Context: an optimization exercise on an open-source flow, tuned for small area and a short achievable clock period. The choices shown serve that exercise and are no tape-out recipe. Function was checked by simulation only, so behaviour that the tests miss may differ from the original.

[flow/run.sh]
#!/bin/bash
# synth_recipe.tcl (not shown) runs the flow's synth.tcl, then flattens the netlist and writes it again
# the make line also repeats each setting of config.mk as NAME=value (left out here)
make -C /OpenROAD-flow-scripts/flow DESIGN_CONFIG=/design/flow/config.mk WORK_HOME=/design/flow/orfs CLKGATE_MAP_FILE= SYNTH_SCRIPT=/design/flow/synth_recipe.tcl finish
[flow/config.mk]
export PLATFORM = sky130hd
export DESIGN_NAME = xbar_alloc_top
export DESIGN_NICKNAME = xbar_alloc_top
export VERILOG_FILES = /design/flow/design.v
export SDC_FILE = /design/flow/constraint.sdc
export NUM_CORES = 4
export LEC_CHECK = 0
export CAP_MARGIN = 20
export CORE_MARGIN = 2
export CORE_UTILIZATION = 30
export SLEW_MARGIN = 20
[flow/constraint.sdc]
create_clock -name core_clock -period 11.5 [get_ports {clk}]
set_input_delay 2.3000 -clock core_clock [delete_from_list [all_inputs] [get_ports {clk}]]
set_output_delay 2.3000 -clock core_clock [all_outputs]
set_load 0.01 [all_outputs]
[flow/design.v]
module xbar_alloc_top (
   input  logic         clk,
   input  logic         rst,
   input  logic [24:0]  req,
   input  logic [4:0]   req_tail,
   input  logic [4:0]   out_ready,
   output logic [24:0]  select,
   output logic [4:0]   grant
);
   lag_xbar_allocator #(.np(5), .max_links_num(1)) u_alloc (
      .clk       (clk),
      .rst       (rst),
      .req       (req),
      .req_tail  (req_tail),
      .out_ready (out_ready),
      .select    (select),
      .grant     (grant)
   );
endmodule

module lag_xbar_allocator #(
   parameter int np            = 5,
   parameter int max_links_num = 2,
   localparam int N            = np * max_links_num,
   localparam int W            = (N > 1) ? $clog2(N) : 1
) (
   input  logic                  clk,
   input  logic                  rst,
   input  logic [N-1:0][N-1:0]   req,
   input  logic [N-1:0]          req_tail,
   input  logic [N-1:0]          out_ready,
   output logic [N-1:0][N-1:0]   select,
   output logic [N-1:0]          grant
);
   logic [N-1:0][W-1:0] rr_ptr;
   logic [N-1:0][W-1:0] gidx;
   logic [N-1:0]        gvalid;
   logic [N-1:0]        lock;
   logic [N-1:0][W-1:0] owner;
   always_comb begin
      int  idx;
      logic found;
      select = '0;
      gidx   = '0;
      gvalid = '0;
      idx    = 0;
      found  = 1'b0;
      for (int o = 0; o < N; o++) begin
         found = 1'b0;
         if (out_ready[o] && !rst) begin
            if (lock[o]) begin
               if (req[owner[o]][o]) begin
                  select[o][owner[o]] = 1'b1;
                  gidx[o]             = owner[o];
                  gvalid[o]           = 1'b1;
               end
               found = 1'b1;
            end
            for (int k = 0; k < N; k++) begin
               idx = int'(rr_ptr[o]) + k;
               if (idx >= N) idx = idx - N;
               if (!found && req[idx][o]) begin
                  select[o][idx] = 1'b1;
                  gidx[o]        = W'(idx);
                  gvalid[o]      = 1'b1;
                  found          = 1'b1;
               end
            end
         end
      end
   end
   always_comb begin
      grant = '0;
      for (int o = 0; o < N; o++) begin
         grant = grant | select[o];
      end
   end
   always_ff @(posedge clk or posedge rst) begin
      if (rst) begin
         rr_ptr <= '0;
         lock   <= '0;
         owner  <= '0;
      end else begin
         for (int o = 0; o < N; o++) begin
            if (gvalid[o]) begin
               if (req_tail[gidx[o]]) begin
                  lock[o]   <= 1'b0;
                  rr_ptr[o] <= (gidx[o] == W'(N-1)) ? '0 : gidx[o] + 1'b1;
               end else if (!lock[o]) begin
                  lock[o]  <= 1'b1;
                  owner[o] <= gidx[o];
               end
            end
         end
      end
   end
endmodule
==> metrics.md, run 1 <==
| Metric | Value |
|---|---|
| Outcome | timing/DRC/antenna clean |
| Reg2reg start | u_alloc.rr_ptr[9]$_DFFE_PP0P_ |
| Die Span X | 355 um |
| Placeable Area | 0.122 mm^2 |
| Max clock buf depth | 2 |
| CP endpoint kind | output port |
| Post-CTS setup buffer count | 0 |
| Fin crit share | 97.1% |
| Hold path cells | 2 |
| Hold-fix buffers at CTS | 0 |
| Worst skew pair latency | 0.34 ns |
| Syn Inst Count | 5184 |
| Port bufs | 66 |
| RSZ-0062 raised after global routing | false |
| Total GRT Usage | 29.0% |
| First-pass GRT wire length | 278000 um |
| Critical-path maximum fanout | 20 |
| Post-Route WL | 192000 um |
| Slowest-stage cell, CP | xnor2_1 |
| Htree depth | 2 |
| Die area | 0.126 mm^2 |
| Largest stage delay on the critical path | 0.68 ns |
| Initial cell density of the core | 30.3% |
| Max Clock Skew | 0.00894 ns |
| Chip Height | 355 um |
| Final min period | 11.17 ns |
| Synthesis-to-finish area growth | 6.42% |
| Avg Inst Size Synth | 7.12 um^2 |
| Setup violators final | 0 |
| DRC | 0 |
| Total iterations of the first detailed-routing run | 7 |
| Max cap viols | 0 |
| Final Wtd Congestion | 1.10 |
| R2R Setup Slk | 3.76 ns |
| Slew of the pin with the lowest slew margin | 1.23 ns |
| Min-delay src | u_alloc.owner[2]$_DFFE_PP0P_ |
| CTS tree | done |
| FP Rows | 128 |
| Final hold violation count | 0 |
| Routed Antenna Nets | 0 |
| YS warnings | 1 |
| Worst-path clk slew | 0.08 ns |
| #FFs+latches synth | 35 |
| Crit path top cell by count | nand4_1 |
| CP arrival | 8.87 ns |
| Final Worst Setup Slack | 0.330 ns |
| DR WL/cell | 28.6 um |
| IO Pins | 67 |
| Hold Path Sink | u_alloc.owner[2]$_DFFE_PP0P_ |
| Largest net degree at the start of global routing | 76 |
| CP required | 9.20 ns |
| Top cell type's share of synthesized area | 13.0% |
| Ys flop type | dfrtp_1 |
| Register area share after synthesis | 2.37% |
| Dpl ws | 1.02 ns |
| Total CTS buffers | 5 |
| Highest clock rate | 89.5 MHz |
| CTS Root Cell | clkbuf_16 |
| CP startpoint kind | flip-flop |
| Worst-case reg-to-reg path depth | 21 |
| Initial antenna violation count | 14 |
| CTS sink cnt | 35 |
| GR Overflow Total | 0 |
| Ranking of synthesized cells by area | ha_1 (13%), mux2i_1 (5.6%), mux4_2 (5.6%), nand2_1 (4.9%), nor2_1 (3.7%) |
| Hold slack | 0.598 ns |
| Worst Hold Class | flip-flop to flip-flop |
| R2r endpoint | u_alloc.rr_ptr[9]$_DFFE_PP0P_ |
| Post-synth EDFFs | 0 |
| DP HPWL | 148000 um |
| Critical path class | flip-flop to output port |
| CP cell instances | inv_2 -> ha_1 -> fa_1 -> a21boi_4 -> nor2_1 -> a21oi_1 -> inv_1 -> ha_1 -> xnor2_1 -> mux4_2 -> o21ai_0 -> o2111ai_1 -> nand4_1 -> nand4_1 -> nor4_1 -> or3_1 -> a2111oi_2 -> nand4_1 -> buf_4 -> or4_1 -> or4_1 -> clkdlybuf4s50_1 |
| Yosys cell types | 138 |
| DRC marker count from the first detailed-route iteration | 6380 |
| Drt via density | 6.68 |
| Vias | 44700 |
| Share of post-route cells with drive strength above 1 | 9.31% |
| Final Slew Violations | 0 |
| Slew margin rel. | 16.9% |
| Cell Area, Synth | 0.0369 mm^2 |
| Vias in the first global route | 41200 |
| Post_cts resized | 0 |
| Commonest non-fill, non-tap cell in the layout | nand2_1 |
| Asr flop ratio synth | 100% |
| Fin nets | 5503 |
| Most frequent cells in the layout | nand2_1 (482), ha_1 (382), nor2_1 (362), inv_1 (278), a21oi_1 (247) |
| Synth area leader | ha_1 |
## registers in the layout, summed over array words and instances, names as in the netlist
register,count
u_alloc.rr_ptr,15
u_alloc.lock,5
u_alloc.owner,15
## logic make-up after synthesis
logic type               count (synthesis)  share of synthesized area (%)
AND/OR/NAND/NOR                       2102                           29.9
adder cells (fa/ha/maj)                406                           14.2
buffers and inverters                  645                           7.35
multiplexers                           345                           12.7
other                                    1                         0.0102
XOR/XNOR                               201                           5.02
flip-flops                              35                           2.37
AO/OA/AOI/OAI                         1449                           28.4
## through the flow
step | instance area (um^2) | std cells | utilization [%] | setup TNS [ns]
after global routing | 39200 | 6686 | 32.2 | 0
after detailed placement | 39100 | 6678 | 32.1 | 0
after CTS | 39200 | 6686 | 32.2 | 0
after floorplan | 36900 | 5185 | - | 0
final | 39300 | 6696 | 32.2 | 0
after global placement | 39000 | 6676 | 32.0 | -0.140
## how the worst max path moves through the flow
stage	startpoint	endpoint	slack (ns)	cells past startpoint
2_1_floorplan	u_alloc.rr_ptr[6]$_DFFE_PP0P_	grant[1]	2.38	27
5_1_grt	u_alloc.rr_ptr[9]$_DFFE_PP0P_	grant[3]	0.12	22
3_5_place_dp	u_alloc.rr_ptr[9]$_DFFE_PP0P_	grant[3]	1.02	22
4_1_cts	u_alloc.rr_ptr[9]$_DFFE_PP0P_	grant[3]	0.61	22
3_3_place_gp	u_alloc.rr_ptr[10]$_DFFE_PP0P_	grant[3]	-0.14	22
6_report	u_alloc.rr_ptr[9]$_DFFE_PP0P_	grant[3]	0.33	22
## cells in the mapped netlist, types with 39 or more instances
master	n
and3_1	83
nand2_1	482
a31oi_1	81
inv_1	279
ha_1	383
o211ai_1	62
nor3_1	220
nand3_1	210
o22ai_1	48
o21ai_0	212
nand4_1	86
nand2b_1	119
buf_2	107
mux4_2	92
a21o_1	40
xor2_1	70
a21oi_1	247
a22oi_1	47
nor2_1	362
mux2i_1	207
a211oi_1	68
o221ai_1	39
xnor2_1	122
o31ai_1	61
or3_1	57
mux2_2	43
and2_1	71
nor2b_1	72
nor4_1	90
clkbuf_1	184
## worst max-delay path, delay by kind of cell (launching register included)
kind	cells	cell delay (ns)
AO/OA/AOI/OAI	5	1.89
XOR/XNOR	1	0.68
adder cells (fa/ha/maj)	3	0.99
buffers and inverters	4	1.47
flip-flops	1	0.44
multiplexers	1	0.34
AND/OR/NAND/NOR	8	2.69
## layout make-up
class	instances	area (um^2)
Antenna cell	10	25.0
Clock inverter	1	7.51
Clock buffer	7	153
Sequential cell	35	881
Tap cell	1625	2030
Fill cell	13200	82600
Timing Repair Buffer	210	1680
Inverter	303	1140
Multi-Input combinational cell	4505	33400
## per-layer routing
layer | track usage (%) | wire length [um]
met1 | 37.3 | 75700
met2 | 43.1 | 79300
met3 | 7.94 | 22700
met4 | 17.0 | 13700
met5 | 0 | 115
==> run 2, diff against run 1 <==
==> flow/design.v (replaced) <==
module xbar_alloc_top (
   input  logic         clk,
   input  logic         rst,
   input  logic [24:0]  req,
   input  logic [4:0]   req_tail,
   input  logic [4:0]   out_ready,
   output logic [24:0]  select,
   output logic [4:0]   grant
);
   lag_xbar_allocator #(.np(5), .max_links_num(1)) u_alloc (
      .clk       (clk),
      .rst       (rst),
      .req       (req),
      .req_tail  (req_tail),
      .out_ready (out_ready),
      .select    (select),
      .grant     (grant)
   );
endmodule

module lag_xbar_allocator #(
   parameter int np            = 5,
   parameter int max_links_num = 2,
   localparam int N            = np * max_links_num,
   localparam int W            = (N > 1) ? $clog2(N) : 1
) (
   input  logic                  clk,
   input  logic                  rst,
   input  logic [N-1:0][N-1:0]   req,
   input  logic [N-1:0]          req_tail,
   input  logic [N-1:0]          out_ready,
   output logic [N-1:0][N-1:0]   select,
   output logic [N-1:0]          grant
);
   logic [N-1:0][W-1:0] pos;
   logic [N-1:0]        lock;
   logic [N-1:0][W-1:0] pos_nxt;
   logic [N-1:0]        lock_nxt;
   always_comb begin
      logic [N-1:0] c;      
      logic [N-1:0] pd;     
      logic         win;
      logic         term;
      logic         free;
      select = '0;
      for (int o = 0; o < N; o++) begin
         for (int i = 0; i < N; i++) begin
            c[i]  = req[i][o];
            pd[i] = (pos[o] == W'(i));
         end
         free = !lock[o];
         for (int i = 0; i < N; i++) begin
            win = 1'b0;
            for (int d = 1; d < N; d++) begin
               term = pd[(i - d + N) % N];
               for (int e = 1; e <= d; e++) term = term & !c[(i - e + N) % N];
               win = win | term;
            end
            select[o][i] = out_ready[o] && !rst && c[i] && (pd[i] || (free && win));
         end
      end
   end
   always_comb begin
      grant = '0;
      for (int o = 0; o < N; o++) begin
         grant = grant | select[o];
      end
   end
   always_comb begin
      logic any;
      for (int o = 0; o < N; o++) begin
         any         = |select[o];
         pos_nxt[o]  = any ? '0 : pos[o];
         lock_nxt[o] = 1'b0;
         for (int i = 0; i < N; i++) begin
            if (select[o][i]) pos_nxt[o] = pos_nxt[o] | (req_tail[i] ? W'((i + 1) % N) : W'(i));
            lock_nxt[o] = lock_nxt[o] | (select[o][i] & !req_tail[i]);
         end
         if (!any) lock_nxt[o] = lock[o];
      end
   end
   always_ff @(posedge clk or posedge rst) begin
      if (rst) begin
         pos  <= '0;
         lock <= '0;
      end else begin
         pos  <= pos_nxt;
         lock <= lock_nxt;
      end
   end
endmodule
==> metrics.md, run 2 <==
| Metric | Value |
|---|---|
| Commonest non-fill, non-tap cell in the layout | clkdlybuf4s50_1 |
| Die Span X | 94.3 um |
| Inst Count DP | 475 |
| Bufs and invs on worst path | 3 |
| Post-CTS setup buffer count | 0 |
| Setup violators final | 0 |
| Ys flop type | dfrtp_1 |
| Max reg flops | 15 |
| Slew margin rel. | 47.0% |
| Critical path class | input port to output port |
| FP Rows | 32 |
| #FFs+latches synth | 20 |
| Post_cts resized | 0 |
| Final core utilization | 41.0% |
| Hold path cells | 1 |
| Max cap viols | 0 |
| Register area share after synthesis | 20.4% |
| YS warnings | 1 |
| Worst-path clk slew | 0.07 ns |
| Final Wtd Congestion | 0.939 |
| Worst-case reg-to-reg path depth | 7 |
| Top cell type's share of synthesized area | 20.4% |
| Max Clock Skew | 0.00249 ns |
| CP arrival | 4.90 ns |
| CP required | 9.20 ns |
| Avg Inst Size Synth | 7.53 um^2 |
| Max clock buf depth | 2 |
| Cell Area, Synth | 0.00245 mm^2 |
| Vias in the first global route | 2665 |
| CP endpoint kind | output port |
| Most frequent cells after synthesis | nand2_1 (25), nor2_1 (23), inv_1 (21) |
| Largest net degree at the start of global routing | 21 |
| Final Slew Violations | 0 |
| Final hold violation count | 0 |
| Fillers | 805 |
| Drt via density | 5.87 |
| GR Util met3 | 3.29% |
| Critical path depth | 9 |
| CP cell instances | clkdlybuf4s50_1 -> or4_2 -> nor4_1 -> a221o_1 -> nand3_2 -> inv_2 -> nor4_1 -> nand2_1 -> clkdlybuf4s50_1 |
| Total CTS buffers | 3 |
| CTS sink cnt | 20 |
| Synth area leader | dfrtp_1 |
| Most frequent cells in the layout | clkdlybuf4s50_1 (66), nand2_1 (25), nor2_1 (23), inv_1 (21) |
| Post-Route WL | 8130 um |
| DRC | 0 |
| Worst Hold Class | flip-flop to flip-flop |
| Yosys cell types | 68 |
| Chip Height | 94.3 um |
| Critical-path maximum fanout | 7 |
| Worst skew pair latency | 0.26 ns |
| Fin crit share | 62.6% |
| IO Pins | 67 |
| Htree depth | 1 |
| Syn Inst Count | 325 |
| Final min period | 7.20 ns |
| Setup TNS | 0 ns |
| Antenna fix cells | 0 |
| CTS Root Cell | clkbuf_8 |
| First-pass GRT wire length | 13400 um |
| Largest stage delay on the critical path | 0.73 ns |
| Die area | 0.00890 mm^2 |
| Post-synth EDFFs | 0 |
| Port bufs | 66 |
| Fin nets | 415 |
| GR Overflow Total | 0 |
| Vias | 2813 |
| Total iterations of the first detailed-routing run | 5 |
| M2 GR Usage | 30.2% |
| DR WL/cell | 17.0 um |
| Most common cell in the netlist | nand2_1 |
| Slowest-stage cell, CP | or4_2 |
| Initial antenna violation count | 0 |
| Hold-fix buffers at CTS | 0 |
| Highest clock rate | 139 MHz |
| Met1 Use GR | 26.2% |
| Asr flop ratio synth | 100% |
| Busiest metal layer after global routing | met2 |
| Synthesis-to-finish area growth | 30.9% |
| Share of post-route cells with drive strength above 1 | 7.43% |
| Routed Antenna Nets | 0 |
| Largest regs | u_alloc.pos: 15 flops, u_alloc.lock: 5 flops |
| Post-route insts no fill | 479 |
| RSZ-0062 raised after global routing | false |
| Placeable Area | 0.00781 mm^2 |
| DRC marker count from the first detailed-route iteration | 368 |
| Top reg by flops | u_alloc.pos |
| Outcome | timing/DRC/antenna clean |
| CTS tree | done |
| Ranking of synthesized cells by area | dfrtp_1 (20%), a221o_1 (4.5%), o21ai_0 (4.1%), nand2_1 (3.8%), a22oi_1 (3.7%) |
| Initial cell density of the core | 31.3% |
| CP startpoint kind | input port |
| Family with the most delay on the worst path | simple AND/OR/NAND/NOR gates |
| Total GRT Usage | 18.6% |
| DP HPWL | 6160 um |
| Slew of the pin with the lowest slew margin | 0.793 ns |
run 2: path summary, 6_finish.rpt:
path / from / to / slack [ns]
max in group asynchronous: rst / u_alloc.pos[5]$_DFF_PP0_ / 8.24
min: u_alloc.pos[2]$_DFF_PP0_ / u_alloc.pos[2]$_DFF_PP0_ / 0.58
min reg2reg: u_alloc.pos[2]$_DFF_PP0_ / u_alloc.pos[2]$_DFF_PP0_ / 0.58
max: req[6] / grant[4] / 4.30
min in group asynchronous: rst / u_alloc.pos[7]$_DFF_PP0_ / 2.77
max reg2reg: u_alloc.pos[4]$_DFF_PP0_ / u_alloc.lock[1]$_DFFE_PP0P_ / 9.08
run 2: layout make-up:
type / instances / area [um^2] / share of cell area [%]
well taps: 102 / 128 / 3.98
inverters: 23 / 86.3 / 2.69
clock buffers: 4 / 55.1 / 1.72
repair buffers: 66 / 661 / 20.6
multi-input cells: 264 / 1770 / 55.4
flip-flops and latches: 20 / 500 / 15.6
run 2: per-layer routing:
metal | vias to the layer above | routed length (um)
met5 | - | 0
met4 | 0 | 85
met3 | 10 | 515
met2 | 113 | 3840
met1 | 1330 | 3690
li1 | 1360 | -
run 2: cells by family after synthesis:
group / after synthesis / share of synthesized area, %
compound gates: 108 / 33.8
buf+inv: 41 / 7.06
flops: 20 / 20.4
mux: 7 / 3.22
simple gates: 149 / 35.5
run 2: through the flow:
step / cell area (um^2) / hold WS, ns / setup slack, ns
detailed placement: 3150 / 0.564 / 4.35
global placement: 3150 / 0.571 / 4.38
finish: 3200 / 0.576 / 4.30
global route: 3200 / 0.629 / 4.10
floorplan: 2450 / 0.514 / 5.48
CTS: 3200 / 0.581 / 4.31
==> run 3, diff against run 2 <==
--- a/flow/design.v
+++ b/flow/design.v
@@ -37,4 +37,16 @@
    logic [N-1:0][W-1:0] pos_nxt;
    logic [N-1:0]        lock_nxt;
+   function automatic logic [W-1:0] care_mask(input int i);
+      logic [W-1:0] m;
+      logic         ok;
+      m = '1;
+      for (int b = W - 1; b >= 0; b--) begin
+         ok = 1'b1;
+         for (int v = 0; v < N; v++)
+            if (v != i && ((W'(v) ^ W'(i)) & m & ~(W'(1) << b)) == '0) ok = 1'b0;
+         if (ok) m[b] = 1'b0;
+      end
+      care_mask = m;
+   endfunction
    always_comb begin
       logic [N-1:0] c;      
@@ -47,5 +59,5 @@
          for (int i = 0; i < N; i++) begin
             c[i]  = req[i][o];
-            pd[i] = (pos[o] == W'(i));
+            pd[i] = ((pos[o] ^ W'(i)) & care_mask(i)) == '0;
          end
          free = !lock[o];
==> flow/flow/run.sh (new file) <==
#!/bin/bash
# The standard layout, with the port buffers made from the smallest plain buffer
# instead of the delay buffer buffer_ports picks by default.
set -euo pipefail
export BUFFER_PORTS_ARGS="-buffer_cell sky130_fd_sc_hd__buf_1"
bash standard.sh > standard.log 2>&1
==> flow/standard.sh (new file) <==
#!/bin/bash
# synth_recipe.tcl (not shown) runs the flow's synth.tcl, then flattens the netlist and writes it again
# the make line also repeats each setting of config.mk as NAME=value (left out here)
make -C /OpenROAD-flow-scripts/flow DESIGN_CONFIG=/design/flow/config.mk WORK_HOME=/design/flow/orfs CLKGATE_MAP_FILE= SYNTH_SCRIPT=/design/flow/synth_recipe.tcl "${@:-finish}"
removed: flow/run.sh
==> metrics.md, run 3 <==
| Metric | Value |
|---|---|
| Outcome | timing/DRC/antenna clean |
| Initial cell density of the core | 31.0% |
| Commonest non-fill, non-tap cell in the layout | buf_1 |
| Chip Height | 93.6 um |
| CTS tree | done |
| Most frequent cells after synthesis | nor2_1 (33), nand2_1 (27), inv_1 (26) |
| DP HPWL | 5950 um |
| Most frequent cells in the layout | buf_1 (66), nor2_1 (33), nand2_1 (27), inv_1 (26), nor3_1 (24) |
| Synth area leader | dfrtp_1 |
| Slew of the pin with the lowest slew margin | 0.770 ns |
| DRC | 0 |
| Worst-path clk slew | 0.08 ns |
| Share of post-route cells with drive strength above 1 | 7.11% |
| Register area share after synthesis | 20.8% |
| DR WL/cell | 15.7 um |
| Yosys cell types | 63 |
| Ranking of synthesized cells by area | dfrtp_1 (21%), nor2_1 (5.1%), nor3_1 (5.0%), nor2b_1 (4.4%), nand2_1 (4.2%) |
| Setup TNS | 0 ns |
| CTS sink cnt | 20 |
| Hold slack | 0.682 ns |
| Final Wtd Congestion | 0.926 |
| Ys flop type | dfrtp_1 |
| CP arrival | 4.08 ns |
| Port bufs | 66 |
| Vias in the first global route | 2517 |
| Setup violators final | 0 |
| Largest net degree at the start of global routing | 21 |
| Initial antenna violation count | 0 |
| Total iterations of the first detailed-routing run | 8 |
| Fin nets | 418 |
| Routed Antenna Nets | 0 |
| Worst Hold Class | flip-flop to flip-flop |
| Cell area after layout | 0.00272 mm^2 |
| Syn Inst Count | 331 |
| IO Pins | 67 |
| RSZ-0062 raised after global routing | false |
| Inst Count DP | 478 |
| Hold-fix buffers at CTS | 0 |
| Max reg flops | 15 |
| Synthesis-to-finish area growth | 12.9% |
| Post-Route WL | 7580 um |
| Die Span X | 93.6 um |
| Max cap viols | 0 |
| Total CTS buffers | 3 |
| Final Slew Violations | 0 |
| Sequential cell area | 500 um^2 |
| Asr flop ratio synth | 100% |
| First-pass GRT wire length | 12300 um |
| Htree depth | 1 |
| Vias | 2755 |
| Max Clock Skew | 0.00591 ns |
| Total GRT Usage | 17.3% |
| Post_cts resized | 0 |
| Final hold violation count | 0 |
| Post-route insts no fill | 482 |
| Top cell type's share of synthesized area | 20.8% |
| Die area | 0.00876 mm^2 |
| CTS Root Cell | clkbuf_8 |
| Post-synth EDFFs | 0 |
| Critical-path maximum fanout | 6 |
| Slew margin rel. | 48.6% |
| Post-placement cell area | 0.00266 mm^2 |
| Largest regs | u_alloc.pos: 15 flops, u_alloc.lock: 5 flops |
| Cell Area, Synth | 0.00241 mm^2 |
| Area of the multi-input gates | 0.00167 mm^2 |
| CP required | 9.20 ns |
| Most common cell in the netlist | nor2_1 |
| #FFs+latches synth | 20 |
| DRC marker count from the first detailed-route iteration | 205 |
| Highest clock rate | 157 MHz |
| CP endpoint kind | output port |
| Fillers | 859 |
| Avg Inst Size Synth | 7.27 um^2 |
| GR Overflow Total | 0 |
| FP Rows | 32 |
| Critical path class | input port to output port |
| Final min period | 6.38 ns |
| Max clock buf depth | 2 |
| Top reg by flops | u_alloc.pos |
| CP startpoint kind | input port |
| Antenna fix cells | 0 |
| Placeable Area | 0.00777 mm^2 |
| Fin crit share | 55.5% |
| Post-CTS setup buffer count | 0 |
| YS warnings | 1 |
| Worst skew pair latency | 0.27 ns |
| Drt via density | 5.72 |
[run 3: cell types whose count changed after synthesis, moves of 7 or more]
cell and change:
nor2_1 +10, nor3_1 +13, a21oi_1 +9, a22oi_1 -7
[run 3: worst max-delay path, cell delays in order]
cell     delay (ns)
buf_1          0.32
nor2b_1        0.21
nand2_1        0.13
nor3_1         0.05
a21oi_1        0.33
nand2_1        0.14
or4_1          0.42
buf_1          0.16
[run 3: final cells by class]
| cell class | count | area share [%] |
|---|---|---|
| timing repair buffer | 66 | 9.12 |
| multi-input combinational | 259 | 61.5 |
| tap | 102 | 4.70 |
| clock buffer | 4 | 2.03 |
| sequential | 20 | 18.4 |
| inverter | 31 | 4.28 |
[run 3: layer usage]
| layer | wire length [um] | global-route usage, % | vias up | share of wire, % |
|---|---|---|---|---|
| met4 | 159 | 4.71 | 0 | 2.1 |
| met3 | 463 | 3.30 | 20 | 6.1 |
| met2 | 3530 | 27.6 | 107 | 47 |
| met1 | 3420 | 23.9 | 1303 | 45 |
| met5 | 0 | 0 | - | 0 |
| li1 | - | - | 1325 | - |
[run 3: path summary, 6_finish.rpt]
| path | startpoint | endpoint | slack (ns) | depth (start not counted) |
|---|---|---|---|---|
| min in group asynchronous | rst | u_alloc.pos[12]$_DFF_PP0_ | 2.34 | 2 |
| setup / recovery | rst | grant[0] | 5.12 | 8 |
| setup reg to reg | u_alloc.lock[3]$_DFFE_PP0P_ | u_alloc.lock[3]$_DFFE_PP0P_ | 9.43 | 6 |
| hold reg to reg | u_alloc.pos[12]$_DFF_PP0_ | u_alloc.pos[12]$_DFF_PP0_ | 0.68 | 2 |
| hold / removal | u_alloc.pos[12]$_DFF_PP0_ | u_alloc.pos[12]$_DFF_PP0_ | 0.68 | 2 |
| max in group asynchronous | rst | u_alloc.pos[9]$_DFF_PP0_ | 8.67 | 2 |
[run 3: cell families after synthesis]
family | Yosys count | synth area share [%]
mux | 5 | 2.39
compound gates | 112 | 35.0
buf+inv | 52 | 9.82
flops | 20 | 20.8
simple gates | 142 | 32.0
[run 3: through the flow]
stage	setup slack [ns]	utilization, %
2_1_floorplan	5.63	-
3_3_place_gp	5.26	34.3
3_5_place_dp	5.19	34.3
4_1_cts	5.18	35.0
5_1_grt	5.10	35.0
6_report	5.12	35.0
==> run 4, diff against run 3 <==
--- a/flow/design.v
+++ b/flow/design.v
@@ -52,6 +52,7 @@
       logic [N-1:0] c;      
       logic [N-1:0] pd;     
-      logic         win;
-      logic         term;
+      logic [N-1:0] m;      
+      logic [N-1:0] hi;     
+      logic         nhb, ncb, anyhi;
       logic         free;
       select = '0;
@@ -61,13 +62,16 @@
             pd[i] = ((pos[o] ^ W'(i)) & care_mask(i)) == '0;
          end
+         m[0] = pd[0];
+         for (int i = 1; i < N; i++) m[i] = m[i-1] | pd[i];
+         hi = c & m;
+         anyhi = |hi;
          free = !lock[o];
+         nhb = 1'b1;
+         ncb = 1'b1;
          for (int i = 0; i < N; i++) begin
-            win = 1'b0;
-            for (int d = 1; d < N; d++) begin
-               term = pd[(i - d + N) % N];
-               for (int e = 1; e <= d; e++) term = term & !c[(i - e + N) % N];
-               win = win | term;
-            end
-            select[o][i] = out_ready[o] && !rst && c[i] && (pd[i] || (free && win));
+            select[o][i] = out_ready[o] && !rst && c[i] &&
+                           (pd[i] || (free && (m[i] ? nhb : (!anyhi && ncb))));
+            nhb = nhb & !hi[i];
+            ncb = ncb & !c[i];
          end
       end
==> metrics.md, run 4 <==
| Metric | Value |
|---|---|
| Initial antenna violation count | 0 |
| FP Rows | 30 |
| Die Span X | 89.0 um |
| Crit path from | rst |
| Worst-path clk slew | 0.07 ns |
| CP endpoint kind | output port |
| Asr flop ratio synth | 100% |
| First-pass GRT wire length | 11300 um |
| Total iterations of the first detailed-routing run | 7 |
| Routed Antenna Nets | 0 |
| CTS sink cnt | 20 |
| Slew of the pin with the lowest slew margin | 0.886 ns |
| Most common cell in the netlist | nand2_1 |
| Max clock buf depth | 2 |
| GR Util met3 | 2.40% |
| DR WL/cell | 15.3 um |
| Drt via density | 5.72 |
| Reg2reg start | u_alloc.pos[1]$_DFF_PP0_ |
| Total CTS buffers | 3 |
| Htree depth | 1 |
| Total GRT Usage | 17.6% |
| YS warnings | 1 |
| Post-Route WL | 6930 um |
| Worst Hold Class | flip-flop to flip-flop |
| Ys flop type | dfrtp_1 |
| CP arrival | 4.15 ns |
| DP HPWL | 5410 um |
| Register area share after synthesis | 23.1% |
| Largest net degree at the start of global routing | 21 |
| Max cap viols | 0 |
| Placeable Area | 0.00691 mm^2 |
| Most frequent cells after synthesis | nand2_1 (42), inv_1 (27), nor2_1 (24) |
| CTS Root Cell | clkbuf_8 |
| Critical-path maximum fanout | 6 |
| Max Clock Skew | 0.00474 ns |
| CP startpoint kind | input port |
| Port bufs | 66 |
| Antenna fix cells | 0 |
| Final Slew Violations | 0 |
| Synthesis-to-finish area growth | 18.0% |
| Fin nets | 396 |
| Die area | 0.00791 mm^2 |
| Max reg flops | 15 |
| M2 GR Usage | 28.8% |
| Fillers | 757 |
| Largest regs | u_alloc.pos: 15 flops, u_alloc.lock: 5 flops |
| Slew margin rel. | 40.1% |
| Cell Area, Synth | 0.00217 mm^2 |
| Top reg by flops | u_alloc.pos |
| Yosys cell types | 65 |
| Final min period | 6.45 ns |
| #FFs+latches synth | 20 |
| Post-synth EDFFs | 0 |
| GR Overflow Total | 0 |
| Setup violators final | 0 |
| Share of post-route cells with drive strength above 1 | 5.32% |
| Commonest non-fill, non-tap cell in the layout | buf_1 |
| Fin crit share | 56.1% |
| RSZ-0062 raised after global routing | false |
| Final Wtd Congestion | 0.995 |
| Setup TNS | 0 ns |
| Most frequent cells in the layout | buf_1 (66), nand2_1 (42), inv_1 (27), nor2_1 (24), dfrtp_1 (20) |
| Ranking of synthesized cells by area | dfrtp_1 (23%), nand2_1 (7.3%), inv_1 (4.7%), nor3_1 (4.2%), nor2_1 (4.2%) |
| Highest clock rate | 155 MHz |
| Final hold violation count | 0 |
| Synth area leader | dfrtp_1 |
| Syn Inst Count | 292 |
| Hold-fix buffers at CTS | 0 |
| Initial cell density of the core | 31.4% |
| Post-CTS setup buffer count | 0 |
| Outcome | timing/DRC/antenna clean |
| Busiest metal layer after global routing | met2 |
| CTS tree | done |
| CP required | 9.20 ns |
| Avg Inst Size Synth | 7.42 um^2 |
| Final core utilization | 37.0% |
| IO Pins | 67 |
| Post_cts resized | 0 |
| Min-delay src | u_alloc.pos[5]$_DFF_PP0_ |
| DRC marker count from the first detailed-route iteration | 328 |
| Chip Height | 89.0 um |
| Critical path class | input port to output port |
| Top cell type's share of synthesized area | 23.1% |
| DRC | 0 |
| Vias | 2592 |
| Vias in the first global route | 2368 |
| Met1 Use GR | 24.8% |
| Worst skew pair latency | 0.25 ns |
-- run 4: cells by family (layout without fill, tap and decap cells) --
family	Yosys count	count (layout)	share of synthesized area (%)
buffers and inverters	31	96	5.55
muxes	1	1	0.462
AOI/OAI and AO/OA	101	101	37.3
DFF	20	20	23.1
and+or+nand+nor	139	139	33.6
-- run 4: critical path, cell delays in order --
cell and delay (ns):
buf_1 0.19, nor2b_1 0.37, nand2_1 0.09, o41ai_1 0.73, nor4_1 0.16, nand2_1 0.14, buf_1 0.17
-- run 4: final cells by class --
| cell class | count | area (um^2) | share of cell area [%] |
|---|---|---|---|
| inverter | 27 | 101 | 3.96 |
| multi-input combinational | 241 | 1550 | 60.5 |
| tap | 96 | 120 | 4.70 |
| sequential | 20 | 500 | 19.6 |
| timing repair buffer | 66 | 248 | 9.69 |
| clock buffer | 3 | 41.3 | 1.62 |
-- run 4: layer usage --
| layer | up-vias | part of all wire, % |
|---|---|---|
| li1 | 1250 | - |
| met1 | 1202 | 46 |
| met2 | 128 | 45 |
| met3 | 12 | 8.0 |
| met4 | 0 | 1.4 |
| met5 | - | 0 |
-- run 4: final timing paths --
kind	end	slack (ns)	depth (start not counted)
worst max-delay path	grant[0]	5.05	7
worst min-delay path	u_alloc.pos[5]$_DFF_PP0_	0.62	1
worst max register to register	u_alloc.lock[0]$_DFFE_PP0P_	8.98	7
worst min register to register	u_alloc.pos[5]$_DFF_PP0_	0.62	1
max in group asynchronous	u_alloc.lock[4]$_DFFE_PP0P_	8.67	2
min in group asynchronous	u_alloc.lock[0]$_DFFE_PP0P_	2.34	2
-- run 4: metrics by stage --
| step | cells | hold slack [ns] | setup slack, ns | area [um^2] |
|---|---|---|---|---|
| global route | 453 | 0.650 | 4.97 | 2560 |
| detailed placement | 450 | 0.589 | 5.16 | 2510 |
| CTS | 453 | 0.608 | 5.17 | 2560 |
| finish | 453 | 0.616 | 5.05 | 2560 |
| floorplan | 292 | 0.528 | 5.53 | 2170 |
| global placement | 450 | 0.589 | 5.23 | 2510 |
==> run 5, diff against run 4 <==
==> flow/flow/run.sh (replaced) <==
#!/bin/bash
# The standard layout, with the port buffers made from the smallest plain buffer
# instead of the delay buffer buffer_ports picks by default, and timing repair aimed
# at a setup slack of SETUP_SLACK_MARGIN ns.
set -euo pipefail
export BUFFER_PORTS_ARGS="-buffer_cell sky130_fd_sc_hd__buf_1"
export SETUP_SLACK_MARGIN=$(cat flow/margin)
bash standard.sh > standard.log 2>&1
==> flow/flow/margin (new file) <==
5.5
==> metrics.md, run 5 <==
| Metric | Value |
|---|---|
| Largest regs | u_alloc.pos: 15 flops, u_alloc.lock: 5 flops |
| Register area share after synthesis | 23.1% |
| Initial antenna violation count | 0 |
| Slew margin rel. | 47.8% |
| Synthesis-to-finish area growth | 27.1% |
| Initial cell density of the core | 31.4% |
| Simple-Gate Fraction of Synth Area | 33.6% |
| Compound-cell area share of the yosys netlist | 37.3% |
| #FFs+latches synth | 20 |
| Busiest metal layer after global routing | met2 |
| Most frequent cells in the layout | buf_1 (54), nand2_1 (42), inv_1 (27), nor2_1 (24), dfrtp_1 (20) |
| Max reg flops | 15 |
| Routed Antenna Nets | 0 |
| Die Span X | 89.0 um |
| Fillers | 751 |
| Setup TNS | 0 ns |
| FP Rows | 30 |
| Post-Route WL | 7240 um |
| Slowest-stage cell, CP | a32o_1 |
| Post-route insts no fill | 459 |
| Critical path class | input port to output port |
| Asr flop ratio synth | 100% |
| Final Slew Violations | 0 |
| DP HPWL | 5410 um |
| Most frequent cells after synthesis | nand2_1 (42), inv_1 (27), nor2_1 (24) |
| Final core utilization | 39.9% |
| Port bufs | 66 |
| Final Wtd Congestion | 0.995 |
| Yosys cell types | 65 |
| Highest clock rate | 166 MHz |
| CTS sink cnt | 20 |
| Setup violators final | 0 |
| Commonest non-fill, non-tap cell in the layout | buf_1 |
| Fin nets | 402 |
| GR Overflow Total | 0 |
| Inst Count DP | 450 |
| Final min period | 6.01 ns |
| Vias | 2636 |
| Drt via density | 5.74 |
| First-pass GRT wire length | 11500 um |
| Die area | 0.00791 mm^2 |
| Total iterations of the first detailed-routing run | 5 |
| Slew of the pin with the lowest slew margin | 0.782 ns |
| Total CTS buffers | 3 |
| Top cell type's share of synthesized area | 23.1% |
| GR Util met3 | 2.22% |
| Share of post-route cells with drive strength above 1 | 16.8% |
| Max Clock Skew | 0.00322 ns |
| Syn Inst Count | 292 |
| XOR/XNOR share of the synthesized area | 0% |
| CP required | 9.20 ns |
| DR WL/cell | 15.8 um |
| YS warnings | 1 |
| DRC | 0 |
| Min-delay src | u_alloc.pos[5]$_DFF_PP0_ |
| Synth area leader | dfrtp_1 |
| Htree depth | 1 |
| Ranking of synthesized cells by area | dfrtp_1 (23%), nand2_1 (7.3%), inv_1 (4.7%), nor3_1 (4.2%), nor2_1 (4.2%) |
| Ys flop type | dfrtp_1 |
| M2 GR Usage | 30.7% |
| RSZ-0062 raised after global routing | true |
| Crit path from | rst |
| CP cell instances | buf_4 -> nor2b_2 -> nor4bb_1 -> a32o_1 -> nor4_2 -> nand2_1 -> clkbuf_2 |
| Worst Hold Class | flip-flop to flip-flop |
| Worst-path clk slew | 0.07 ns |
| Largest family of logic cells by synthesized area | compound AO/OA/AOI/OAI gates |
| Antenna fix cells | 0 |
| Max clock buf depth | 2 |
| Placeable Area | 0.00691 mm^2 |
| Critical-path maximum fanout | 6 |
| Outcome | timing/DRC/antenna clean |
| Post-Synth Adder-Cell Area | 0% |
| Avg Inst Size Synth | 7.42 um^2 |
| Met1 Use GR | 25.2% |
| Post-synth EDFFs | 0 |
| CTS tree | done |
| Final hold violation count | 0 |
| DRC marker count from the first detailed-route iteration | 296 |
| Vias in the first global route | 2401 |
| Largest stage delay on the critical path | 0.35 ns |
| Worst skew pair latency | 0.25 ns |
| Max cap viols | 0 |
| Fin crit share | 52.2% |
| CP startpoint kind | input port |
| Top reg by flops | u_alloc.pos |
| CP arrival | 3.71 ns |
| Mux contribution to synthesized area | 0.462% |
| CP endpoint kind | output port |
| CTS Root Cell | clkbuf_8 |
| Reg2reg start | u_alloc.pos[1]$_DFF_PP0_ |
| Total GRT Usage | 18.2% |
| Chip Height | 89.0 um |
| Largest net degree at the start of global routing | 21 |
| Cell Area, Synth | 0.00217 mm^2 |
| IO Pins | 67 |
| Hold-fix buffers at CTS | 0 |
| Most common cell in the netlist | nand2_1 |
==> run 5: cell counts after synthesis <==
No cell type changed its count.
==> run 5: metal layers <==
metal,share of wire (%),routed length (um)
met1,46,3310
met2,46,3360
met3,6.8,491
met4,1.1,82
met5,0,0
==> run 5: stage by stage <==
step                      hold slack, ns  setup slack, ns  instance area, um^2
after global placement             0.589             5.23                 2510
after detailed placement           0.589             5.16                 2510
after floorplan                    0.528             5.53                 2170
after global routing               0.622             5.43                 2750
final                              0.611             5.49                 2750
after CTS                          0.608             5.49                 2670
==> run 5: critical path: cells and delay by family <==
family | cells | cell delay (ns)
simple gates | 4 | 0.75
compound gates | 1 | 0.35
buf+inv | 2 | 0.30
==> run 5: area by class of cell <==
cell class,instances,area (um^2),share of cell area [%]
clock buffers,3,41.3,1.50
inverters,27,101,3.68
multi-input cells,241,1670,60.6
flip-flops and latches,20,500,18.2
well taps,96,120,4.36
repair buffers,72,320,11.6
==> run 5: final timing paths <==
kind	slack, ns	end	cells past startpoint
max in group asynchronous	8.74	u_alloc.lock[4]$_DFFE_PP0P_	2
min in group asynchronous	2.27	u_alloc.lock[0]$_DFFE_PP0P_	2
max	5.49	grant[0]	7
max reg2reg	9.03	u_alloc.lock[0]$_DFFE_PP0P_	8
min	0.61	u_alloc.pos[5]$_DFF_PP0_	1
min reg2reg	0.61	u_alloc.pos[5]$_DFF_PP0_	1
==> run 5: what timing repair did <==
| action | 4_1_cts | 5_1_grt |
|---|---|---|
| pin swaps | 7 | 7 |
| endpoints found under the setup margin | 11 | 8 |
| buffers inserted | 3 | 3 |
| cloned | 0 | 0 |
| hold endpoints to repair | 0 | 0 |
| resized for setup | 25 | 20 |
==> run 5: cells by family after synthesis <==
| family | Yosys count |
|---|---|
| flip-flops | 20 |
| buffers and inverters | 31 |
| AND/OR/NAND/NOR | 139 |
| multiplexers | 1 |
| AO/OA/AOI/OAI | 101 |
==> run 6, diff against run 5 <==
==> flow/flow/run.sh (replaced) <==
#!/bin/bash
# The standard layout with two changes:
#  - synthesis maps logic with flow/abc_area.script (synth_recipe.tcl plus flow/abc_hook.tcl)
#  - the port buffers are the smallest plain buffer instead of the delay buffer
#    buffer_ports picks by default
set -euo pipefail
export BUFFER_PORTS_ARGS="-buffer_cell sky130_fd_sc_hd__buf_1"
export SETUP_SLACK_MARGIN=$(cat flow/margin)
export MY_ABC_SCRIPT=$PWD/flow/abc_area.script
{ head -n 1 synth_recipe.tcl; cat flow/abc_hook.tcl; tail -n +2 synth_recipe.tcl; } > my_synth.tcl
sed "s#SYNTH_SCRIPT=[^ ]*#SYNTH_SCRIPT=$PWD/my_synth.tcl#" standard.sh > my_standard.sh
grep -q "SYNTH_SCRIPT=$PWD/my_synth.tcl" my_standard.sh
bash my_standard.sh > standard.log 2>&1
==> flow/flow/abc_area.script (new file) <==
strash
dch -f
map -a
mfs2
strash
dch -f
map -a
topo
buffer -c
upsize -c
dnsize -c
==> flow/flow/abc_hook.tcl (new file) <==
# Map with flow/abc_area.script (area-oriented) in place of ORFS's speed script; the rest
# of the synthesis, registers included, is the standard synthesis unchanged.
proc abc {args} {
  set i [lsearch -exact $args -script]
  if { $i >= 0 } { lset args [expr {$i + 1}] $::env(MY_ABC_SCRIPT) }
  yosys abc {*}$args
}
==> flow/flow/margin (replaced) <==
5.2
==> metrics.md, run 6 <==
| Metric | Value |
|---|---|
| CP arrival | 3.92 ns |
| Largest regs | u_alloc.pos: 15 flops, u_alloc.lock: 5 flops |
| Drt via density | 5.52 |
| Htree depth | 1 |
| Initial cell density of the core | 30.6% |
| Post-route insts no fill | 456 |
| Setup TNS | 0 ns |
| Chip Height | 83.8 um |
| Routed Antenna Nets | 0 |
| Final Wtd Congestion | 0.913 |
| DRC | 0 |
| Fin crit share | 54.1% |
| Synthesis-to-finish area growth | 29.1% |
| Antenna fix cells | 0 |
| CP required | 9.20 ns |
| Asr flop ratio synth | 100% |
| CTS sink cnt | 20 |
| Worst setup endpoint | grant[3] |
| Syn Inst Count | 304 |
| Worst Hold Class | flip-flop to flip-flop |
| CP startpoint kind | input port |
| Worst skew pair latency | 0.26 ns |
| Final Slew Violations | 0 |
| CTS Root Cell | clkbuf_8 |
| Outcome | timing/DRC/antenna clean |
| Hold-fix buffers at CTS | 0 |
| Worst-case reg-to-reg path depth | 13 |
| Final hold violation count | 0 |
| Placeable Area | 0.00624 mm^2 |
| Crit path from | req[3] |
| Synth area leader | dfrtp_1 |
| Avg Inst Size Synth | 6.29 um^2 |
| RSZ-0062 raised after global routing | true |
| Reg2reg start | u_alloc.pos[2]$_DFF_PP0_ |
| Hold slack | 0.508 ns |
| Fillers | 687 |
| Setup violators final | 0 |
| Worst-path clk slew | 0.07 ns |
| Vias in the first global route | 2344 |
| Most common cell in the netlist | inv_1 |
| DRC marker count from the first detailed-route iteration | 137 |
| Ys flop type | dfrtp_1 |
| First-pass GRT wire length | 10400 um |
| Largest net degree at the start of global routing | 26 |
| IO Pins | 67 |
| GR Overflow Total | 0 |
| Die Span X | 83.8 um |
| CP endpoint kind | output port |
| Fin nets | 417 |
| Total GRT Usage | 17.6% |
| Yosys cell types | 29 |
| Critical path class | input port to output port |
| Highest clock rate | 161 MHz |
| Initial antenna violation count | 0 |
| Cell Area, Synth | 0.00191 mm^2 |
| #FFs+latches synth | 20 |
| Max clock buf depth | 2 |
| Vias | 2515 |
| CTS tree | done |
| Most frequent cells in the layout | buf_1 (61), inv_1 (58), nand3_1 (40), nand2_1 (34), dfrtp_1 (20) |
| Port bufs | 66 |
| FP Rows | 29 |
| DR WL/cell | 14.7 um |
| Slew margin rel. | 62.5% |
| Ranking of synthesized cells by area | dfrtp_1 (26%), inv_1 (13%), nand3_1 (12%), nand2_1 (6.7%), a21oi_1 (5.2%) |
| Die area | 0.00703 mm^2 |
| Share of post-route cells with drive strength above 1 | 14.8% |
| YS warnings | 1 |
| Post-Route WL | 6690 um |
| Max Clock Skew | 0.00578 ns |
| Top cell type's share of synthesized area | 26.2% |
| DP HPWL | 5160 um |
| R2r endpoint | u_alloc.pos[2]$_DFF_PP0_ |
| R2R Setup Slk | 8.96 ns |
| Total CTS buffers | 3 |
| Post-synth EDFFs | 0 |
| Inst Count DP | 446 |
| Commonest non-fill, non-tap cell in the layout | buf_1 |
| Final min period | 6.22 ns |
| Top reg by flops | u_alloc.pos |
| Max cap viols | 0 |
| Most frequent cells after synthesis | inv_1 (66), nand3_1 (44), nand2_1 (34) |
| Max reg flops | 15 |
| Slew of the pin with the lowest slew margin | 0.558 ns |
| Total iterations of the first detailed-routing run | 4 |
| Register area share after synthesis | 26.2% |
| Final core utilization | 39.6% |
| Critical-path maximum fanout | 4 |
## run 6: cell types whose count changed in the layout (fill, tap and decap cells not counted), sizes merged, moves of 6 or more
cell    previous run  this run
inv               27        72
nand3              2        45
nor2b             11         0
o21ai             19        28
nand2             42        34
o22ai              2        10
a211o              7         0
nor4               9         2
a221oi             0         6
## run 6: worst min-delay path by stage
stage,slack (ns),endpoint,depth (start not counted),start
finish,0.51,u_alloc.lock[0]$_DFFE_PP0P_,2,u_alloc.lock[0]$_DFFE_PP0P_
global route,0.57,u_alloc.lock[0]$_DFFE_PP0P_,2,u_alloc.lock[0]$_DFFE_PP0P_
CTS,0.52,u_alloc.lock[0]$_DFFE_PP0P_,2,u_alloc.lock[0]$_DFFE_PP0P_
detailed placement,0.50,u_alloc.lock[0]$_DFFE_PP0P_,2,u_alloc.lock[0]$_DFFE_PP0P_
global placement,0.49,u_alloc.lock[0]$_DFFE_PP0P_,2,u_alloc.lock[0]$_DFFE_PP0P_
floorplan,0.47,u_alloc.lock[0]$_DFFE_PP0P_,2,u_alloc.lock[0]$_DFFE_PP0P_
## run 6: critical path, cell delays in order
cell and delay, ns:
clkbuf_2 0.12, inv_1 0.04, nor2_1 0.16, a21oi_2 0.08, nand3_1 0.12, nor3_2 0.06
a21oi_1 0.12, o22ai_1 0.08, nand3_1 0.15, inv_1 0.11, nor3_1 0.28, nand3_1 0.12
buf_2 0.16
## run 6: routing by layer
layer | wire, um | vias up | global-route usage, %
li1 | - | 1222 | -
met1 | 2900 | 1144 | 23.0
met2 | 3100 | 135 | 29.2
met3 | 552 | 14 | 3.46
met4 | 131 | 0 | 5.87
met5 | 0 | - | 0
## run 6: repair_timing
| action | 4_1_cts | 5_1_grt |
|---|---|---|
| pin swaps | 1 | 4 |
| setup endpoints to repair | 2 | 16 |
| buffers inserted | 3 | 3 |
| resized for setup | 4 | 31 |
## run 6: cell type report
type                       count  area [um^2]  area share, %
clock buffer                   3         41.3           1.67
clock inverter                 1         30.0           1.22
inverter                      72          270           10.9
multi-input combinational    210         1220           49.5
sequential                    20          500           20.3
tap                           77         96.3           3.90
timing repair buffer          73          309           12.5
## run 6: metrics by stage
stage	worst slack (ns)	cell area, um^2
after floorplan	5.42	1910
after global placement	5.16	2250
after detailed placement	5.06	2250
after CTS	5.21	2360
after global routing	5.07	2470
final	5.28	2470
## run 6: kinds of logic after synthesis
family	count (synthesis)	share of synthesized area, %
and+or+nand+nor	120	28.8
buffers and inverters	74	14.6
DFF	20	26.2
AOI/OAI and AO/OA	90	30.4
==> run 7, diff against run 6 <==
==> flow/flow/margin (replaced) <==
5.4
==> metrics.md, run 7 <==
| Metric | Value |
|---|---|
| Final min period | 6.23 ns |
| CP endpoint kind | output port |
| Total CTS buffers | 3 |
| #FFs+latches synth | 20 |
| Synthesis-to-finish area growth | 66.6% |
| Most frequent cells after synthesis | inv_1 (66), nand3_1 (44), nand2_1 (34) |
| Crit path from | req[4] |
| GR Overflow Total | 0 |
| Setup TNS | 0 ns |
| Share of post-route cells with drive strength above 1 | 35.6% |
| Cell area after layout | 0.00318 mm^2 |
| Worst-path clk slew | 0.07 ns |
| Htree depth | 1 |
| CTS sink cnt | 20 |
| Die Span X | 83.8 um |
| Most common cell in the netlist | inv_1 |
| RSZ-0062 raised after global routing | true |
| Hold-fix buffers at CTS | 0 |
| Placeable Area | 0.00624 mm^2 |
| Commonest non-fill, non-tap cell in the layout | inv_1 |
| Syn Inst Count | 304 |
| Top reg by flops | u_alloc.pos |
| Vias | 2753 |
| Max cap viols | 0 |
| CP cell instances | buf_1 -> inv_2 -> nor3_4 -> a21oi_2 -> nand2_1 -> a21oi_2 -> nand3_1 -> o21ai_1 -> nand3_1 -> o21ai_0 -> nand3_1 -> inv_2 -> nor3_2 -> nand3_1 -> buf_2 |
| Largest regs | u_alloc.pos: 15 flops, u_alloc.lock: 5 flops |
| Final core utilization | 51.0% |
| Vias in the first global route | 2614 |
| DP HPWL | 5160 um |
| Critical-path maximum fanout | 5 |
| First-pass GRT wire length | 11600 um |
| Inst Count DP | 446 |
| Post-route insts no fill | 509 |
| Bufs and invs on worst path | 4 |
| Crit path top cell by count | nand3_1 |
| Worst skew pair latency | 0.26 ns |
| Ranking of synthesized cells by area | dfrtp_1 (26%), inv_1 (13%), nand3_1 (12%), nand2_1 (6.7%), a21oi_1 (5.2%) |
| Slew margin rel. | 69.0% |
| Reg2reg start | u_alloc.pos[14]$_DFF_PP0_ |
| M2 GR Usage | 34.5% |
| Max clock buf depth | 2 |
| Final Wtd Congestion | 0.913 |
| Yosys cell types | 29 |
| Slowest-stage cell, CP | a21oi_2 |
| Synth area leader | dfrtp_1 |
| Min-delay src | u_alloc.lock[0]$_DFFE_PP0P_ |
| Post-synth EDFFs | 0 |
| Initial cell density of the core | 30.6% |
| Port bufs | 66 |
| Met1 Use GR | 24.8% |
| Post-placement cell area | 0.00225 mm^2 |
| Cell Area, Synth | 0.00191 mm^2 |
| Initial antenna violation count | 0 |
| Ys flop type | dfrtp_1 |
| Setup violators final | 0 |
| Die area | 0.00703 mm^2 |
| YS warnings | 1 |
| DRC marker count from the first detailed-route iteration | 189 |
| Top cell type's share of synthesized area | 26.2% |
| Routed Antenna Nets | 0 |
| FP Rows | 29 |
| Worst Hold Class | flip-flop to flip-flop |
| Busiest metal layer after global routing | met2 |
| DR WL/cell | 15.9 um |
| CP arrival | 3.93 ns |
| Outcome | timing/DRC/antenna clean |
| CP required | 9.20 ns |
| Max reg flops | 15 |
| Total iterations of the first detailed-routing run | 5 |
| Drt via density | 5.41 |
| DRC | 0 |
| Max Clock Skew | 0.00652 ns |
| Highest clock rate | 160 MHz |
| CP startpoint kind | input port |
| Family with the most delay on the worst path | simple AND/OR/NAND/NOR gates |
| GR Util met3 | 3.07% |
| Largest net degree at the start of global routing | 26 |
| Avg Inst Size Synth | 6.29 um^2 |
| Largest stage delay on the critical path | 0.16 ns |
| CTS Root Cell | clkbuf_8 |
| IO Pins | 67 |
| Critical path class | input port to output port |
| Most frequent cells in the layout | inv_1 (52), buf_1 (48), buf_4 (42), nand3_1 (32), nand2_1 (31) |
| Chip Height | 83.8 um |
| Antenna fix cells | 0 |
| Final Slew Violations | 0 |
| Post-Route WL | 8080 um |
| Register area share after synthesis | 26.2% |
| Slew of the pin with the lowest slew margin | 0.453 ns |
| Fin nets | 470 |
| Asr flop ratio synth | 100% |
| CTS tree | done |
| Fin crit share | 54.2% |
| Total GRT Usage | 19.9% |
| Final hold violation count | 0 |
[run 7: cell counts after synthesis]
Identical to the previous run, type by type.
[run 7: path summary, 6_finish.rpt]
check                                         endpoint  slack (ns)  cells past startpoint
max                                           grant[2]        5.27                     15
min                        u_alloc.lock[0]$_DFFE_PP0P_        0.52                      2
max reg2reg                  u_alloc.pos[14]$_DFF_PP0_        6.66                     35
min reg2reg                u_alloc.lock[0]$_DFFE_PP0P_        0.52                      2
max in group asynchronous     u_alloc.pos[1]$_DFF_PP0_        9.21                      3
min in group asynchronous     u_alloc.pos[7]$_DFF_PP0_        2.04                      3
[run 7: cell families (layout without fill, tap and decap cells)]
kind of cell	after synthesis	count (layout)	share of synthesized area (%)
AND/OR/NAND/NOR	120	120	28.8
AO/OA/AOI/OAI	90	90	30.4
buffers and inverters	74	202	14.6
flip-flops	20	20	26.2
[run 7: layout make-up]
class / instances / area, um^2
inverters: 72 / 273
multi-input cells: 210 / 1410
fillers: 605 / 3060
clock buffers: 3 / 41.3
flip-flops and latches: 20 / 500
repair buffers: 126 / 832
clock inverters: 1 / 30.0
well taps: 77 / 96.3
[run 7: per-stage QoR]
step | setup slack (ns) | hold slack (ns)
global route | 5.19 | 0.577
CTS | 5.33 | 0.516
floorplan | 5.42 | 0.467
global placement | 5.16 | 0.486
finish | 5.27 | 0.521
detailed placement | 5.06 | 0.499
[run 7: worst min-delay path, cell delays in order, from the launching register on]
cell	delay, ns
dfrtp_1	0.36
a21oi_1	0.07
nand3_1	0.06
[run 7: layer usage]
| layer | vias up | wire length (um) |
|---|---|---|
| met5 | - | 0 |
| met4 | 0 | 260 |
| met3 | 29 | 482 |
| met2 | 119 | 3980 |
| met1 | 1287 | 3360 |
| li1 | 1318 | - |
[run 7: timing repair]
| item | 4_1_cts | 5_1_grt |
|---|---|---|
| pin swaps | 11 | 27 |
| setup endpoints to repair | 14 | 23 |
| resized for setup | 30 | 97 |
| setup buffers | 33 | 26 |
==> run 8, diff against run 7 <==
--- a/flow/flow/run.sh
+++ b/flow/flow/run.sh
@@ -6,5 +6,4 @@
 set -euo pipefail
 export BUFFER_PORTS_ARGS="-buffer_cell sky130_fd_sc_hd__buf_1"
-export SETUP_SLACK_MARGIN=$(cat flow/margin)
 export MY_ABC_SCRIPT=$PWD/flow/abc_area.script
 { head -n 1 synth_recipe.tcl; cat flow/abc_hook.tcl; tail -n +2 synth_recipe.tcl; } > my_synth.tcl
removed: flow/flow/margin
==> metrics.md, run 8 <==
| Metric | Value |
|---|---|
| Outcome | timing/DRC/antenna clean |
| Post-CTS setup buffer count | 0 |
| Fin crit share | 56.4% |
| CTS sink cnt | 20 |
| Mux contribution to synthesized area | 0% |
| Min-delay src | u_alloc.lock[0]$_DFFE_PP0P_ |
| Post-placement cell area | 0.00225 mm^2 |
| Critical-path maximum fanout | 6 |
| Die area | 0.00703 mm^2 |
| Syn Inst Count | 304 |
| Worst-case reg-to-reg path depth | 12 |
| CTS Root Cell | clkbuf_8 |
| FP Rows | 29 |
| Area of the multi-input gates | 0.00113 mm^2 |
| Worst skew pair latency | 0.26 ns |
| Top cell type's share of synthesized area | 26.2% |
| DRC | 0 |
| Top reg by flops | u_alloc.pos |
| Largest net degree at the start of global routing | 26 |
| Max cap viols | 0 |
| Port bufs | 66 |
| Total GRT Usage | 17.5% |
| DRC marker count from the first detailed-route iteration | 148 |
| Slowest-stage cell, CP | a211oi_4 |
| Final hold violation count | 0 |
| Post-Route WL | 6380 um |
| Vias | 2498 |
| Antenna fix cells | 0 |
| Die Span X | 83.8 um |
| Synthesis-to-finish area growth | 21.7% |
| Setup TNS | 0 ns |
| CP cell instances | buf_1 -> inv_1 -> nor3_1 -> a21oi_1 -> o21ai_1 -> a21oi_2 -> nand3_2 -> o21ai_1 -> nand3_1 -> a211oi_4 -> nor3_1 -> nand3_1 -> buf_1 |
| DP HPWL | 5160 um |
| Compound-cell area share of the yosys netlist | 30.4% |
| DR WL/cell | 14.2 um |
| Placeable Area | 0.00624 mm^2 |
| First-pass GRT wire length | 10300 um |
| #FFs+latches synth | 20 |
| Asr flop ratio synth | 100% |
| Worst-path clk slew | 0.07 ns |
| Total CTS buffers | 3 |
| Most frequent cells after synthesis | inv_1 (66), nand3_1 (44), nand2_1 (34) |
| Slew of the pin with the lowest slew margin | 0.628 ns |
| Inst Count DP | 446 |
| XOR/XNOR share of the synthesized area | 0% |
| CP startpoint kind | input port |
| Share of post-route cells with drive strength above 1 | 4.83% |
| CP endpoint kind | output port |
| Most frequent cells in the layout | inv_1 (66), buf_1 (66), nand3_1 (44), nand2_1 (34) |
| Slew margin rel. | 57.8% |
| Routed Antenna Nets | 0 |
| Fin nets | 411 |
| Post-Synth Adder-Cell Area | 0% |
| Setup violators final | 0 |
| Post-route insts no fill | 450 |
| Drt via density | 5.55 |
| GR Overflow Total | 0 |
| Most common cell in the netlist | inv_1 |
| Largest stage delay on the critical path | 0.41 ns |
| IO Pins | 67 |
| Final min period | 6.48 ns |
| CTS tree | done |
| Cell Area, Synth | 0.00191 mm^2 |
| Max reg flops | 15 |
| Largest family of logic cells by synthesized area | compound AO/OA/AOI/OAI gates |
| YS warnings | 1 |
| Initial antenna violation count | 0 |
| Hold Path Sink | u_alloc.lock[0]$_DFFE_PP0P_ |
| Cell area after layout | 0.00233 mm^2 |
| R2r endpoint | u_alloc.pos[2]$_DFF_PP0_ |
| Final Wtd Congestion | 0.913 |
| Ranking of synthesized cells by area | dfrtp_1 (26%), inv_1 (13%), nand3_1 (12%), nand2_1 (6.7%), a21oi_1 (5.2%) |
| Worst Hold Class | flip-flop to flip-flop |
| Synth area leader | dfrtp_1 |
| Initial cell density of the core | 30.6% |
| Final Worst Setup Slack | 5.02 ns |
| Reg2reg start | u_alloc.pos[2]$_DFF_PP0_ |
| Register area share after synthesis | 26.2% |
| Final core utilization | 37.3% |
| CP required | 9.20 ns |
| Total iterations of the first detailed-routing run | 5 |
| Max clock buf depth | 2 |
| Max Clock Skew | 0.00362 ns |
| Critical path class | input port to output port |
| Htree depth | 1 |
| Yosys cell types | 29 |
| Simple-Gate Fraction of Synth Area | 28.8% |
| Avg Inst Size Synth | 6.29 um^2 |
| Sequential cell area | 500 um^2 |
| Highest clock rate | 154 MHz |
| Final Slew Violations | 0 |
| CP arrival | 4.18 ns |
| Vias in the first global route | 2328 |
| Ys flop type | dfrtp_1 |
| R2R Setup Slk | 9.02 ns |
| Largest regs | u_alloc.pos: 15 flops, u_alloc.lock: 5 flops |
| Hold path cells | 2 |
| Post-synth EDFFs | 0 |
| Fillers | 698 |
| RSZ-0062 raised after global routing | false |
| Hold-fix buffers at CTS | 0 |
| Post_cts resized | 0 |
| Dpl ws | 5.06 ns |
| Chip Height | 83.8 um |
==> run 8: cell families after synthesis <==
logic type             after synthesis
buffers and inverters               74
AOI/OAI and AO/OA                   90
DFF                                 20
and+or+nand+nor                    120
==> run 8: critical path: cells and delay by family <==
kind / cells / cell delay [ns]
compound gates: 5 / 0.98
simple gates: 5 / 0.57
buf+inv: 3 / 0.34
==> run 8: cell type report <==
cell class                 instances  area share (%)
inverter                          72            11.6
timing repair buffer              67            11.0
clock inverter                     1            1.29
sequential                        20            21.5
multi-input combinational        210            48.7
clock buffer                       3            1.78
tap                               77            4.14
==> run 8: stage by stage <==
step	hold slack [ns]
4_1_cts	0.516
2_1_floorplan	0.467
5_1_grt	0.568
3_3_place_gp	0.486
6_report	0.508
3_5_place_dp	0.499
==> run 8: how the worst max path moves through the flow <==
stage / from / to / depth (start not counted)
floorplan: rst / grant[0] / 5
global placement: req[0] / grant[2] / 13
detailed placement: req[0] / grant[2] / 13
CTS: req[0] / grant[2] / 13
global route: req[0] / grant[2] / 13
finish: req[0] / grant[2] / 13
==> run 8: layer usage <==
metal	global-route usage, %	part of all wire, %
met2	28.8	45
met3	3.56	8.1
met1	22.8	45
met4	5.87	2.1
met5	0	0

==> re-timing with driven ports <==
How much do the figures lean on ideal ports? The routed layouts below were timed once more, with nothing changed but the port constraints. Step 1 (the two cells are an assumption about what drives the block):
set clk [get_ports {clk}]
set_driving_cell -lib_cell sky130_fd_sc_hd__clkbuf_16 $clk
set_driving_cell -lib_cell sky130_fd_sc_hd__buf_2 [delete_from_list [all_inputs] $clk]
Step 2, shift: input delay + t, output delay - t, t = (earliest + latest rising clock arrival at the registers) / 2. This alone moves slack from input paths to output paths. Three values: no drivers, after step 1, after step 2; two values: the first two.
run	t (ns)	setup slack, ns	worst register clock-pin slew, ns	cell pins on the clock port's net
run 1	0.399	0.330 / 0.269 / 0.668	0.08 / 0.08	1
run 2	0.291	4.296 / 4.269 / 4.269	0.08 / 0.08	1
run 3	0.288	5.122 / 5.099 / 5.099	0.08 / 0.08	1
run 4	0.279	5.048 / 5.026 / 5.026	0.07 / 0.07	1
run 5	0.279	5.494 / 5.470 / 5.470	0.07 / 0.07	1
run 6	0.282	5.281 / 5.256 / 5.256	0.08 / 0.08	1
run 7	0.285	5.268 / 5.247 / 5.110	0.08 / 0.08	1
run 8	0.282	5.018 / 4.994 / 4.994	0.08 / 0.08	1
After both steps every run listed still meets setup and hold. For run 7, which loses most, drivers alone change the setup slack by -0.021 ns; drivers and shift together by -0.158 ns.
